Context: an optimization exercise on an open-source flow, tuned for small area. The choices shown serve that exercise and are no tape-out recipe. The RTL was checked by simulation tests, not by an equivalence proof against the original design. Power and IR drop assume default switching activity.

$ cat design/flow/config.mk
export PLATFORM = sky130hd
export DESIGN_NAME = sigma_delta_adc8
export DESIGN_NICKNAME = sigma_delta_adc8
export VERILOG_FILES = /design/flow/design.v
export SDC_FILE = /design/flow/constraint.sdc
export NUM_CORES = 4
export LEC_CHECK = 0
export CAP_MARGIN = 20
export CORE_MARGIN = 2
export CORE_UTILIZATION = 40
export SLEW_MARGIN = 20
$ cat design/flow/constraint.sdc
create_clock -name core_clock -period 10.0 [get_ports {clk}]
set_input_delay 2.0000 -clock core_clock [delete_from_list [all_inputs] [get_ports {clk}]]
set_output_delay 2.0000 -clock core_clock [all_outputs]
set_load 0.01 [all_outputs]
$ cat design/flow/design.v
package sigma_delta_pkg;
   typedef enum logic {IDLE, SEND} out_state_t;
   localparam int CH_MIN     = 1;
   localparam int CH_MAX     = 8;
   localparam int STAGES_MIN = 1;
   localparam int STAGES_MAX = 4;
   localparam int BOSR_MIN   = 4;
   localparam int BOSR_MAX   = 4096;
   function automatic integer cic_width(input integer bosr, input integer stages);
      cic_width = stages * $clog2(bosr) + 1;
   endfunction
endpackage
module sigma_delta_cic
#(
   parameter int BOSR    = 1024,
   parameter int STAGES  = 2,
   parameter int WDTH    = 21,
   parameter int BOX_AVG = 8
) (
   input  logic            clk,
   input  logic            rst,
   input  logic            tick,
   input  logic            lvds,
   output logic [WDTH-1:0] sample,
   output logic            sample_valid
);
   localparam int WI = STAGES * $clog2(BOSR) + 1;    
   localparam int LB = $clog2(BOX_AVG);
   localparam int SW = WDTH + LB;
   logic [WI-1:0]   integ  [STAGES];
   logic [WI-1:0]   comb_q [STAGES+1];    
   logic [WI-1:0]   comb_d [STAGES];      
   logic [STAGES:0] strobe;               
   logic [WDTH-1:0] hist   [BOX_AVG];
   logic [SW-1:0]   sum;
   logic [WDTH-1:0] clamped;
   logic            box_valid;
   always_ff @(posedge clk or posedge rst) begin
      if (rst) begin
         for (int k = 0; k < STAGES; k++) integ[k] <= '0;
      end else begin
         integ[0] <= integ[0] + WI'(lvds);
         for (int k = 1; k < STAGES; k++) integ[k] <= integ[k] + integ[k-1];
      end
   end
   always_ff @(posedge clk or posedge rst) begin
      if (rst) begin
         strobe <= '0;
         for (int k = 0; k <= STAGES; k++) comb_q[k] <= '0;
         for (int k = 0; k < STAGES; k++)  comb_d[k] <= '0;
      end else begin
         strobe <= {strobe[STAGES-1:0], tick};
         if (tick) comb_q[0] <= integ[STAGES-1];
         for (int k = 0; k < STAGES; k++) begin
            if (strobe[k]) begin
               comb_q[k+1] <= comb_q[k] - comb_d[k];
               comb_d[k]   <= comb_q[k];
            end
         end
      end
   end
   if (WI > WDTH) begin : g_clamp
      assign clamped = (|comb_q[STAGES][WI-1:WDTH]) ? {WDTH{1'b1}} : comb_q[STAGES][WDTH-1:0];
   end else begin : g_extend
      assign clamped = WDTH'(comb_q[STAGES]);
   end
   always_ff @(posedge clk or posedge rst) begin
      if (rst) begin
         for (int k = 0; k < BOX_AVG; k++) hist[k] <= '0;
         sum       <= '0;
         box_valid <= 1'b0;
      end else begin
         box_valid <= strobe[STAGES];
         if (strobe[STAGES]) begin
            hist[0] <= clamped;
            for (int k = 1; k < BOX_AVG; k++) hist[k] <= hist[k-1];
            sum <= sum + SW'(clamped) - SW'(hist[BOX_AVG-1]);
         end
      end
   end
   assign sample       = sum[SW-1:LB];
   assign sample_valid = box_valid;
endmodule
module sigma_delta_adc_mc
#(
   parameter  int CH      = 2,
   parameter  int BOSR    = 1024,
   parameter  int STAGES  = 2,
   parameter  int WDTH    = 21,
   parameter  int BOX_AVG = 8,
   localparam int CHW     = (CH > 1) ? $clog2(CH) : 1
) (
   input  logic            clk,
   input  logic            rst,
   input  logic [CH-1:0]   adc_lvds_pin,
   output logic [CH-1:0]   adc_fb_pin,
   output logic [WDTH-1:0] adc_output,
   output logic [CHW-1:0]  adc_channel,
   output logic            adc_valid,
   input  logic            adc_ready,
   output logic            adc_overrun
);
   localparam int CW     = $clog2(BOSR);
   localparam int SETTLE = STAGES + BOX_AVG - 1;
   localparam int SCW    = $clog2(SETTLE + 1);
   if (CH < sigma_delta_pkg::CH_MIN || CH > sigma_delta_pkg::CH_MAX || STAGES < sigma_delta_pkg::STAGES_MIN || STAGES > sigma_delta_pkg::STAGES_MAX ||
       BOSR < sigma_delta_pkg::BOSR_MIN || BOSR > sigma_delta_pkg::BOSR_MAX || (BOSR & (BOSR - 1)) != 0 ||
       CH > BOSR - STAGES - 3) begin : g_bad_cfg
      $error("sigma_delta_adc_mc: illegal parameter combination");
   end
   logic [CW-1:0]   count;
   logic            tick;
   logic [SCW-1:0]  settle_cnt;
   logic            settled;
   logic            load;
   logic [WDTH-1:0] sample [CH];
   logic [CH-1:0]   sample_valid;
   logic [WDTH-1:0] bank   [CH];
   sigma_delta_pkg::out_state_t state, state_n;
   logic [CHW-1:0]  idx, idx_n;
   logic            overrun_n;
   always_ff @(posedge clk or posedge rst) begin
      if (rst) adc_fb_pin <= '0;
      else     adc_fb_pin <= adc_lvds_pin;
   end
   always_ff @(posedge clk or posedge rst) begin
      if (rst) count <= '0;
      else     count <= count + 1'b1;
   end
   assign tick = (count == CW'(BOSR - 1));
   for (genvar i = 0; i < CH; i++) begin : g_ch
      sigma_delta_cic #(
         .BOSR(BOSR), .STAGES(STAGES), .WDTH(WDTH), .BOX_AVG(BOX_AVG)
      ) u_cic (
         .clk(clk), .rst(rst), .tick(tick), .lvds(adc_lvds_pin[i]),
         .sample(sample[i]), .sample_valid(sample_valid[i])
      );
   end
   assign settled = (settle_cnt == SCW'(SETTLE));
   assign load    = (&sample_valid) && settled;
   always_ff @(posedge clk or posedge rst) begin
      if (rst) begin
         settle_cnt <= '0;
         for (int i = 0; i < CH; i++) bank[i] <= '0;
      end else begin
         if ((&sample_valid) && !settled) settle_cnt <= settle_cnt + 1'b1;
         if (load) begin
            for (int i = 0; i < CH; i++) bank[i] <= sample[i];
         end
      end
   end
   always_ff @(posedge clk or posedge rst) begin
      if (rst) begin
         state       <= sigma_delta_pkg::IDLE;
         idx         <= '0;
         adc_overrun <= 1'b0;
      end else begin
         state       <= state_n;
         idx         <= idx_n;
         adc_overrun <= overrun_n;
      end
   end
   always_comb begin
      state_n     = state;
      idx_n       = idx;
      overrun_n   = adc_overrun;
      adc_valid   = (state == sigma_delta_pkg::SEND);
      adc_output  = bank[idx];
      adc_channel = idx;
      case (state)
         sigma_delta_pkg::IDLE: begin
            if (load) begin
               state_n = sigma_delta_pkg::SEND;
               idx_n   = '0;
            end
         end
         sigma_delta_pkg::SEND: begin
            if (load) begin
               idx_n = '0;
               if (!(adc_ready && idx == CHW'(CH - 1))) overrun_n = 1'b1;
            end else if (adc_ready) begin
               if (idx == CHW'(CH - 1)) begin
                  state_n = sigma_delta_pkg::IDLE;
                  idx_n   = '0;
               end else begin
                  idx_n = idx + 1'b1;
               end
            end
         end
         default: state_n = sigma_delta_pkg::IDLE;
      endcase
   end
endmodule
module sigma_delta_adc8 (
   input  logic        clk,
   input  logic        rst,
   input  logic [7:0]  adc_lvds_pin,
   output logic [7:0]  adc_fb_pin,
   output logic [20:0] adc_output,
   output logic [2:0]  adc_channel,
   output logic        adc_valid,
   input  logic        adc_ready,
   output logic        adc_overrun
);
   sigma_delta_adc_mc #(
      .CH(8), .BOSR(1024), .STAGES(2), .WDTH(21), .BOX_AVG(8)
   ) u_adc (
      .clk(clk), .rst(rst), .adc_lvds_pin(adc_lvds_pin), .adc_fb_pin(adc_fb_pin),
      .adc_output(adc_output), .adc_channel(adc_channel), .adc_valid(adc_valid),
      .adc_ready(adc_ready), .adc_overrun(adc_overrun)
   );
endmodule
$ cat design/flow/run.sh
#!/bin/bash
# synth_recipe.tcl (not shown) runs the flow's synth.tcl, then flattens the netlist and writes it again
# the make line also repeats each setting of config.mk as NAME=value (left out here)
make -C /OpenROAD-flow-scripts/flow DESIGN_CONFIG=/design/flow/config.mk WORK_HOME=/design/flow/orfs CLKGATE_MAP_FILE= SYNTH_SCRIPT=/design/flow/synth_recipe.tcl finish
==> results.json, run 1 <==
{
  "hold_path_class": "flip-flop to flip-flop",
  "relSlewSlack": 0.2528,
  "tns_ps": 0,
  "gp_congestion": 0.8647,
  "routed_wl_um": 279500,
  "cts.reportedPaths.clkPinSlew_ps": 60,
  "status": "no timing/DRC/antenna violations",
  "core-area_um2": 351900,
  "synth-edff-count": 0,
  "antenna_found_initial": 22,
  "met1_usage": 0.2362,
  "async_reset_ff_frac": 1.000,
  "firstDrtPassIters": 7,
  "dr.first_iter.drc_count": 5721,
  "fin_crit_ps": 6831,
  "grt_max_degree": 198,
  "drc": 0,
  "synth_area_per_cell_um2": 11.20,
  "required_ps": 8000,
  "die_area_um2": 357800,
  "synth.distinct_cells": 88,
  "wl_per_cell_um": 15.98,
  "drtAntennaViolNets": 0,
  "arrival_ps": 4830,
  "crit_type": "flip-flop to primary output",
  "critPathBufInv": 2,
  "row_count": 218,
  "ys_ff_latch": 2911,
  "cts_root_buffer": "clkbuf_16",
  "die_h_um": 598.1,
  "track_usage": 0.1567,
  "slowest_delay_ps": 1020,
  "clock_skew_ps": 65.98,
  "yosysTopAreaCellShare": 0.5159,
  "drive_gt1_frac": 0.1709,
  "cp_slowest_cell": "dfrtp_2",
  "syn_inst": 12610,
  "syn_area_um2": 141200,
  "leakage_nw": 77.16,
  "routed_via_density": 4.978,
  "vdd_drop_max_mv": 0.1492,
  "gr-usage-met2": 0.2375,
  "fmax_ghz": 0.1464,
  "vias": 87090,
  "dieWidth_um": 598.1,
  "htreeDepth": 5,
  "synthesis.nets": 13510,
  "holdWs_ps": 459.7,
  "hpwlAfterDp_um": 194200,
  "yosys_warnings": 9,
  "grt-ovfl-total": 0,
  "pre_cts_ws_ps": 4260,
  "cellPowerDensity_nw_per_um2": 171.6,
  "cts_sinks": 2911,
  "yosys.area.top_type": "dfrtp_1",
  "maxSlewViolCount": 0,
  "setup_slack_ps": 3169,
  "crit_family": "buffers and inverters",
  "max_cap_violations": 0,
  "setup_viol": 0,
  "insertion_delay_ps": 930,
  "n_fill_cell": 32630,
  "yosysSeqAreaShare": 0.5159,
  "cts_setup_buffers": 0,
  "met3_usage": 0.02311,
  "io_pins": 45,
  "cts_hold_buf": 0,
  "synthTopCellsByArea": "dfrtp_1 (52%), mux2_2 (12%), ha_1 (6.2%)",
  "portBuffers": 44,
  "grt_pass1_vias": 85010,
  "end_kind": "primary output",
  "crit_fanout": 48,
  "r2r_setup_slack_ps": 5820,
  "area.growth.synth_to_final_pct": 11.77,
  "tightest_slew_ps": 1121,
  "numCtsBuffers": 324,
  "start_kind": "flip-flop",
  "tritoncts": "built",
  "grt_pass1_wl_um": 461800,
  "period_share": 0.6831,
  "rsz0062_at_grt": "false",
  "layout.nets": 13520,
  "grt-busiest-layer": "met2",
  "ctsResizeCount": 0,
  "path_cells": "ha_1 > nor3_1 > nand2_1 > buf_4 > nor2_1 > a41oi_1 > clkdlybuf4s50_1",
  "hold_viol": 0,
  "synth_flop_cell": "dfrtp_1",
  "initial_core_util": 0.4013,
  "cts_buffer_depth": 4
}
-- worst paths after layout --
check                                                              from                                          end  cells after the start
min in group asynchronous                                           rst   u_adc.g_ch[5].u_cic.integ[0][11]$_DFF_PP0_                      2
max in group asynchronous                                           rst  u_adc.g_ch[2].u_cic.hist[3][18]$_DFFE_PP0P_                      4
setup reg to reg           u_adc.g_ch[0].u_cic.comb_q[2][1]$_DFFE_PP0P_      u_adc.g_ch[0].u_cic.sum[23]$_DFFE_PP0P_                     14
hold / removal               u_adc.g_ch[5].u_cic.hist[3][4]$_DFFE_PP0P_   u_adc.g_ch[5].u_cic.hist[4][4]$_DFFE_PP0P_                      1
setup / recovery                               u_adc.idx[2]$_DFFE_PP0P_                               adc_output[18]                      7
hold reg to reg              u_adc.g_ch[5].u_cic.hist[3][4]$_DFFE_PP0P_   u_adc.g_ch[5].u_cic.hist[4][4]$_DFFE_PP0P_                      1
-- state kept, by name, indices dropped and copies added, names as in the netlist --
register,flops
u_adc.g_ch.u_cic.integ,336
u_adc.idx,3
u_adc.state,1
u_adc.bank,168
u_adc.settle_cnt,4
u_adc.g_ch.u_cic.strobe,3
u_adc.g_ch.u_cic.box_valid,1
u_adc.adc_overrun,1
u_adc.g_ch.u_cic.sum,192
u_adc.g_ch.u_cic.comb_d,336
u_adc.count,10
u_adc.g_ch.u_cic.comb_q,504
u_adc.adc_fb_pin,8
u_adc.g_ch.u_cic.hist,1344
-- kinds of logic (layout without fill, tap and decap cells) --
logic type / Yosys count / in the layout / synth area share
flops: 2911 / 2911 / 0.5159
simple gates: 2635 / 2635 / 0.08281
other cells: 0 / 5 / 0
mux: 1617 / 1617 / 0.1281
buf+inv: 1603 / 1867 / 0.04262
compound gates: 2242 / 2242 / 0.09759
xor+xnor: 709 / 709 / 0.04398
fa+ha+maj: 889 / 889 / 0.08898
-- placed cells by master (no fill, tap or decap), types with 29 or more instances in the layout --
master / Yosys / final
and3_1: 80 / 80
clkdlybuf4s50_1: 0 / 44
o21a_1: 60 / 60
nor3_1: 124 / 124
nor2_1: 363 / 363
o21ai_0: 900 / 899
xnor2_1: 484 / 484
ha_1: 697 / 697
bufinv_16: 0 / 29
xor2_1: 225 / 225
nand3_1: 205 / 205
fa_1: 192 / 192
a21o_1: 235 / 235
a211oi_1: 51 / 51
nand4_1: 59 / 59
o21bai_1: 90 / 90
inv_1: 1172 / 1171
a31oi_1: 54 / 54
dfrtp_1: 2911 / 2907
or3_1: 48 / 48
buf_4: 0 / 41
nand2b_1: 77 / 77
clkbuf_16: 0 / 335
clkbuf_8: 0 / 63
a21oi_1: 482 / 482
mux2i_1: 92 / 92
clkinv_2: 0 / 48
nand2_1: 1461 / 1460
clkbuf_1: 383 / 55
o31ai_1: 35 / 35
nor2b_1: 72 / 72
mux2_2: 1525 / 1525
and2_1: 33 / 33
-- routing by layer --
layer	vias to the layer above	part of all wire
li1	43070	-
met1	42610	0.51
met2	1040	0.43
met3	368	0.039
met4	0	0.020
met5	-	0
-- layout make-up --
cell class	count	area [um^2]	area share
flip-flops and latches	2911	72860	0.4617
clock buffers	453	9457	0.05992
inverters	1173	4408	0.02793
diodes	5	12.51	0.00007928
multi-input cells	8092	62360	0.3952
well taps	4620	5781	0.03663
repair buffers	113	1300	0.008237
clock inverters	128	1639	0.01039
-- worst register-to-register path, delay by kind of cell (launching register included) --
| family | cells | cell delay [ps] |
|---|---|---|
| AOI/OAI and AO/OA | 7 | 2260 |
| adders and majority gates | 2 | 780 |
| and+or+nand+nor | 3 | 600 |
| DFF | 1 | 370 |
| buffers and inverters | 2 | 140 |
-- per-stage QoR --
stage	utilization	std cells	total power (W)	cell area (um^2)
detailed placement	0.4169	16910	0.01502	146700
finish	0.4485	17500	0.02708	157800
global placement	0.4169	16910	0.01498	146700
global route	0.4485	17490	0.02831	157800
floorplan	-	12610	0.01433	141200
CTS	0.4485	17490	0.02751	157800
-- power by group --
part / switching (W) / internal (W) / leakage [nW]
combinational: 0.00136 / 0.00101 / 31.4
clock: 0.00492 / 0.00738 / 5.41
sequential: 0.000303 / 0.0121 / 40.4
total: 0.00658 / 0.0205 / 77.2
-- cells in the mapped netlist (21+ instances only) --
library cell,instances
o21bai_1,90
o21a_1,60
nand2_1,1461
o21ai_0,900
o31ai_1,35
nor3_1,124
nand4_1,59
nor2b_1,72
o21ai_1,21
a21oi_1,482
a21o_1,235
mux2i_1,92
nand2b_1,77
clkbuf_1,383
and4_1,24
fa_1,192
xor2_1,225
nand3b_1,23
dfrtp_1,2911
o211ai_1,25
or3_1,48
mux2_2,1525
ha_1,697
xnor2_1,484
a31oi_1,54
buf_1,46
inv_1,1172
nor2_1,363
nand3_1,205
and2_1,33
a211oi_1,51
a21boi_0,23
a222oi_1,21
a41oi_1,27
and3_1,80
==> run 2: changes to the inputs <==
==> design/flow/design.v (replaced) <==
package sigma_delta_pkg;
   typedef enum logic {IDLE, SEND} out_state_t;
endpackage
module sigma_delta_cic (
   input  logic        clk,
   input  logic        tick,       
   input  logic        bit_i,      
   input  logic [10:0] w_own,      
   input  logic [9:0]  w_next,     
   input  logic        upd,        
   input  logic        first,      
   input  logic        nosub,      
   output logic [20:0] sample
);
   logic [20:0] a;
   logic [18:0] b;
   logic [20:0] ring [9];
   logic [23:0] sum;
   always_ff @(posedge clk) begin
      a <= (tick ? {2'b00, b} : a) + (bit_i ? {10'd0, w_own} : 21'd0);
      b <= (tick ? 19'd0 : b + (bit_i ? {9'd0, w_next} : 19'd0));
   end
   always_ff @(posedge clk) begin
      ring[0] <= tick ? a : ring[8];
      for (int k = 1; k < 9; k++) ring[k] <= ring[k-1];
   end
   always_ff @(posedge clk) begin
      if (upd) sum <= (first ? 24'd0 : sum) + {3'd0, ring[3]} - (nosub ? 24'd0 : {3'd0, ring[5]});
   end
   assign sample = sum[23:3];
endmodule
module sigma_delta_adc_mc (
   input  logic        clk,
   input  logic        rst,
   input  logic [7:0]  adc_lvds_pin,
   output logic [7:0]  adc_fb_pin,
   output logic [20:0] adc_output,
   output logic [2:0]  adc_channel,
   output logic        adc_valid,
   input  logic        adc_ready,
   output logic        adc_overrun
);
   logic [9:0]  count;
   logic [3:0]  nfr;           
   logic        tick, upd, load;
   logic [20:0] sample [8];
   logic        state;
   logic [2:0]  idx;
   always_ff @(posedge clk or posedge rst) begin
      if (rst) adc_fb_pin <= '0;
      else     adc_fb_pin <= adc_lvds_pin;
   end
   always_ff @(posedge clk or posedge rst) begin
      if (rst) count <= '0;
      else     count <= count + 1'b1;
   end
   assign tick = (count == 10'd1023);
   assign upd  = (count == 10'd3);
   always_ff @(posedge clk or posedge rst) begin
      if (rst)                      nfr <= '0;
      else if (tick && nfr != 4'd10) nfr <= nfr + 1'b1;
   end
   for (genvar i = 0; i < 8; i++) begin : g_ch
      sigma_delta_cic u_cic (
         .clk(clk), .tick(tick), .bit_i(adc_fb_pin[i]),
         .w_own(tick ? 11'd1024 : {1'b0, ~count}), .w_next(count + 1'b1),
         .upd(upd), .first(nfr == 4'd1), .nosub(nfr <= 4'd8),
         .sample(sample[i])
      );
   end
   assign load = upd && (nfr == 4'd10);
   always_ff @(posedge clk or posedge rst) begin
      if (rst) begin
         state       <= 1'b0;
         idx         <= '0;
         adc_overrun <= 1'b0;
      end else if (load) begin
         state <= 1'b1;
         idx   <= '0;
         if (state && !(adc_ready && idx == 3'd7)) adc_overrun <= 1'b1;
      end else if (state && adc_ready) begin
         if (idx == 3'd7) state <= 1'b0;
         idx <= idx + 1'b1;
      end
   end
   assign adc_valid   = state;
   assign adc_channel = idx;
   assign adc_output  = sample[idx];
endmodule
module sigma_delta_adc8 (
   input  logic        clk,
   input  logic        rst,
   input  logic [7:0]  adc_lvds_pin,
   output logic [7:0]  adc_fb_pin,
   output logic [20:0] adc_output,
   output logic [2:0]  adc_channel,
   output logic        adc_valid,
   input  logic        adc_ready,
   output logic        adc_overrun
);
   sigma_delta_adc_mc u_adc (
      .clk(clk), .rst(rst), .adc_lvds_pin(adc_lvds_pin), .adc_fb_pin(adc_fb_pin),
      .adc_output(adc_output), .adc_channel(adc_channel), .adc_valid(adc_valid),
      .adc_ready(adc_ready), .adc_overrun(adc_overrun)
   );
endmodule
==> run 2 against run 1 <==
Net effect: still clean; clock power decreased by 33%; global-route usage increased by 3.9 points; core utilization increased by 0.94 points; sequential cell count decreased by 860; combinational power increased by 3%; cell count decreased by 43%; non-clock buffer count decreased by 26; first-iteration DRC count decreased by 34%; critical path depth unchanged; register-to-register slack got worse by 1800 ps.
==> results.json, run 2 <==
{
  "hold_viol": 0,
  "die_area_um2": 194800,
  "gp_congestion": 0.8982,
  "placed_area_um2": 79640,
  "pwr-share-clk": 0.416,
  "antenna_found_initial": 6,
  "design_area_um2": 87090,
  "gr-usage-met2": 0.3154,
  "met3_usage": 0.02561,
  "met1_usage": 0.2715,
  "routed_via_density": 4.939,
  "arrival_ps": 4610,
  "rsz0062_at_grt": "false",
  "hpwlAfterDp_um": 136000,
  "grt_pass1_wl_um": 292900,
  "row_count": 160,
  "grt-ovfl-total": 0,
  "die_h_um": 441.4,
  "crit_type": "flip-flop to primary output",
  "reg_top3": "u_adc.g_ch.u_cic.ring (1512), u_adc.g_ch.u_cic.sum (192), u_adc.g_ch.u_cic.a (168)",
  "cts_sinks": 2051,
  "yosys_warnings": 4,
  "hold_path_class": "flip-flop to flip-flop",
  "p_sw_w": 0.005107,
  "seqPwrFrac": 0.461,
  "initial_core_util": 0.4023,
  "syn_inst": 7284,
  "drc": 0,
  "end_kind": "primary output",
  "crit_fanout": 14,
  "finalCoreUtilization": 0.4579,
  "synthTopCellsByArea": "dfxtp_1 (48%), edfxtp_1 (7.5%), ha_1 (6.1%)",
  "status": "no timing/DRC/antenna violations",
  "routed_wl_um": 190300,
  "power.internal_w": 0.01471,
  "cts_buffer_depth": 3,
  "synthesis.nets": 7850,
  "drtAntennaViolNets": 0,
  "ys_ff_latch": 2051,
  "dr.first_iter.drc_count": 3767,
  "track_usage": 0.1958,
  "tightest_slew_ps": 1092,
  "leakage_nw": 38.07,
  "grt_pass1_vias": 49200,
  "clock_skew_ps": 32.02,
  "r2r-start": "u_adc.nfr[1]$_DFFE_PP0P_",
  "synth.distinct_cells": 82,
  "syn_area_um2": 76510,
  "setup_viol": 0,
  "firstDrtPassIters": 6,
  "cp-startpoint": "u_adc.idx[1]$_DFFE_PP0P_",
  "yosysTopAreaCellShare": 0.4793,
  "final_common_cell": "dfxtp_1",
  "period_share": 0.6610,
  "area.growth.synth_to_final_pct": 13.82,
  "drive_gt1_frac": 0.06262,
  "pwr-share-comb": 0.123,
  "synth_flop_cell": "dfxtp_1",
  "switching_share": 0.2578,
  "vdd_drop_max_mv": 0.1879,
  "synth_common_cells": "dfxtp_1 (1832), nand2_1 (1154), inv_1 (663)",
  "maxSlewViolCount": 0,
  "cts_setup_buffers": 0,
  "grt_max_degree": 163,
  "required_ps": 8000,
  "largest_register_ffs": 1512,
  "fmax_ghz": 0.1513,
  "max_cap_violations": 0,
  "vias": 49650,
  "cts_root_buffer": "clkbuf_16",
  "relSlewSlack": 0.2695,
  "ctsResizeCount": 0,
  "async_reset_ff_frac": 0.01316,
  "start_kind": "flip-flop",
  "dieWidth_um": 441.4,
  "core-area_um2": 190200,
  "cts_hold_buf": 0,
  "yosys.area.top_type": "dfxtp_1",
  "grt-busiest-layer": "met2",
  "htreeDepth": 4,
  "top_register": "u_adc.g_ch.u_cic.ring",
  "tritoncts": "built",
  "tns_ps": 0,
  "layout.nets": 7921,
  "cellPowerDensity_nw_per_um2": 227.5,
  "cts.reportedPaths.clkPinSlew_ps": 70,
  "insertion_delay_ps": 850,
  "hp-start": "u_adc.g_ch[6].u_cic.ring[4][17]$_DFF_P_",
  "numCtsBuffers": 205,
  "yosysSeqAreaShare": 0.5635,
  "io_pins": 45,
  "portBuffers": 44,
  "n_fill_cell": 17550,
  "synth_area_per_cell_um2": 10.50,
  "wl_per_cell_um": 18.93,
  "final_cell_mix": "dfxtp_1 (1832), nand2_1 (1153), inv_1 (661)",
  "synth.most_common_cell": "dfxtp_1",
  "fin_crit_ps": 6610,
  "synth-edff-count": 192
}
## run 2: final timing paths
check	endpoint	cells after the start	slack, ps
setup / recovery	adc_output[1]	7	3390
hold / removal	u_adc.g_ch[6].u_cic.ring[5][17]$_DFF_P_	0	300
setup reg to reg	u_adc.g_ch[4].u_cic.sum[22]$_DFFE_PN_	18	4060
hold reg to reg	u_adc.g_ch[6].u_cic.ring[5][17]$_DFF_P_	0	300
max in group asynchronous	u_adc.adc_fb_pin[1]$_DFF_PP0_	3	7740
min in group asynchronous	u_adc.state$_DFFE_PP0P_	3	1650
## run 2: per-layer routing
layer | wire length, um | share of wire
met1 | 89540 | 0.47
met2 | 86580 | 0.45
met3 | 8371 | 0.044
met4 | 5801 | 0.030
met5 | 0 | 0
## run 2: logic make-up (layout without fill, tap and decap cells)
logic type,Yosys count,in the layout,share of synthesized area
XOR/XNOR,388,388,0.04442
adder cells (fa/ha/maj),555,555,0.1088
other,0,4,0
multiplexers,83,83,0.01110
buffers and inverters,886,1140,0.04409
AND/OR/NAND/NOR,2267,2267,0.1368
AO/OA/AOI/OAI,1054,1054,0.09120
flip-flops,2051,2051,0.5635
## run 2: through the flow
step,cells,hold WS [ps],power [W],worst slack [ps]
finish,10050,300.4,0.01981,3390
detailed placement,9659,312.1,0.01171,4006
global placement,9659,309.6,0.01161,4135
CTS,10050,307.6,0.01995,3305
global route,10050,312.0,0.02067,3257
floorplan,7284,309.6,0.01112,4760
## run 2: final cells by class
type | instances | area [um^2] | area share
Antenna cell | 4 | 10.01 | 0.0001149
Tap cell | 2511 | 3142 | 0.03608
Sequential cell | 2051 | 43120 | 0.4951
Timing Repair Buffer | 87 | 788.3 | 0.009051
Multi-Input combinational cell | 4347 | 30090 | 0.3456
Clock buffer | 290 | 6259 | 0.07187
Inverter | 663 | 2496 | 0.02866
Clock inverter | 100 | 1182 | 0.01358
## run 2: worst max-delay path: stages, from the launching register on
cell and delay, ps:
dfrtp_1 440, inv_1 100, ha_1 660, and2_0 930
a22o_1 350, a221oi_1 140, a31oi_1 470, clkdlybuf4s50_1 640
## run 2: power by group through the flow
stage               clock, W  sequential (W)  combinational [W]
finish               0.00823         0.00914            0.00244
global route         0.00873         0.00919            0.00275
CTS                  0.00839         0.00913            0.00243
detailed placement         0         0.00931            0.00240
global placement           0         0.00929            0.00232
floorplan                  0         0.00918            0.00193

## re-timing with driven ports
The results above use ideal ports. As a check the final layouts listed here were re-extracted and re-timed, cells and wires unchanged. Step 1 sets driving cells, clkbuf_16 on the clock port and buf_2 on the other inputs (assumed; they add their load-dependent delay and slew). Step 2 moves the port delays by t, midway between the first and last clock arrival at a register: inputs arrive t later, outputs are due t later. That takes back most of the time a late clock gives input paths. Three values: no drivers, after step 1, after step 2; two values: the first two.
run | shift t [ns] | setup slack, ns | pins driven straight from the clock port
run 1 | 1.002 | 3.169 / 3.060 / 4.062 | 1
run 2 | 0.918 | 3.390 / 3.309 / 4.056 | 1
After both steps every run listed still meets setup and hold.
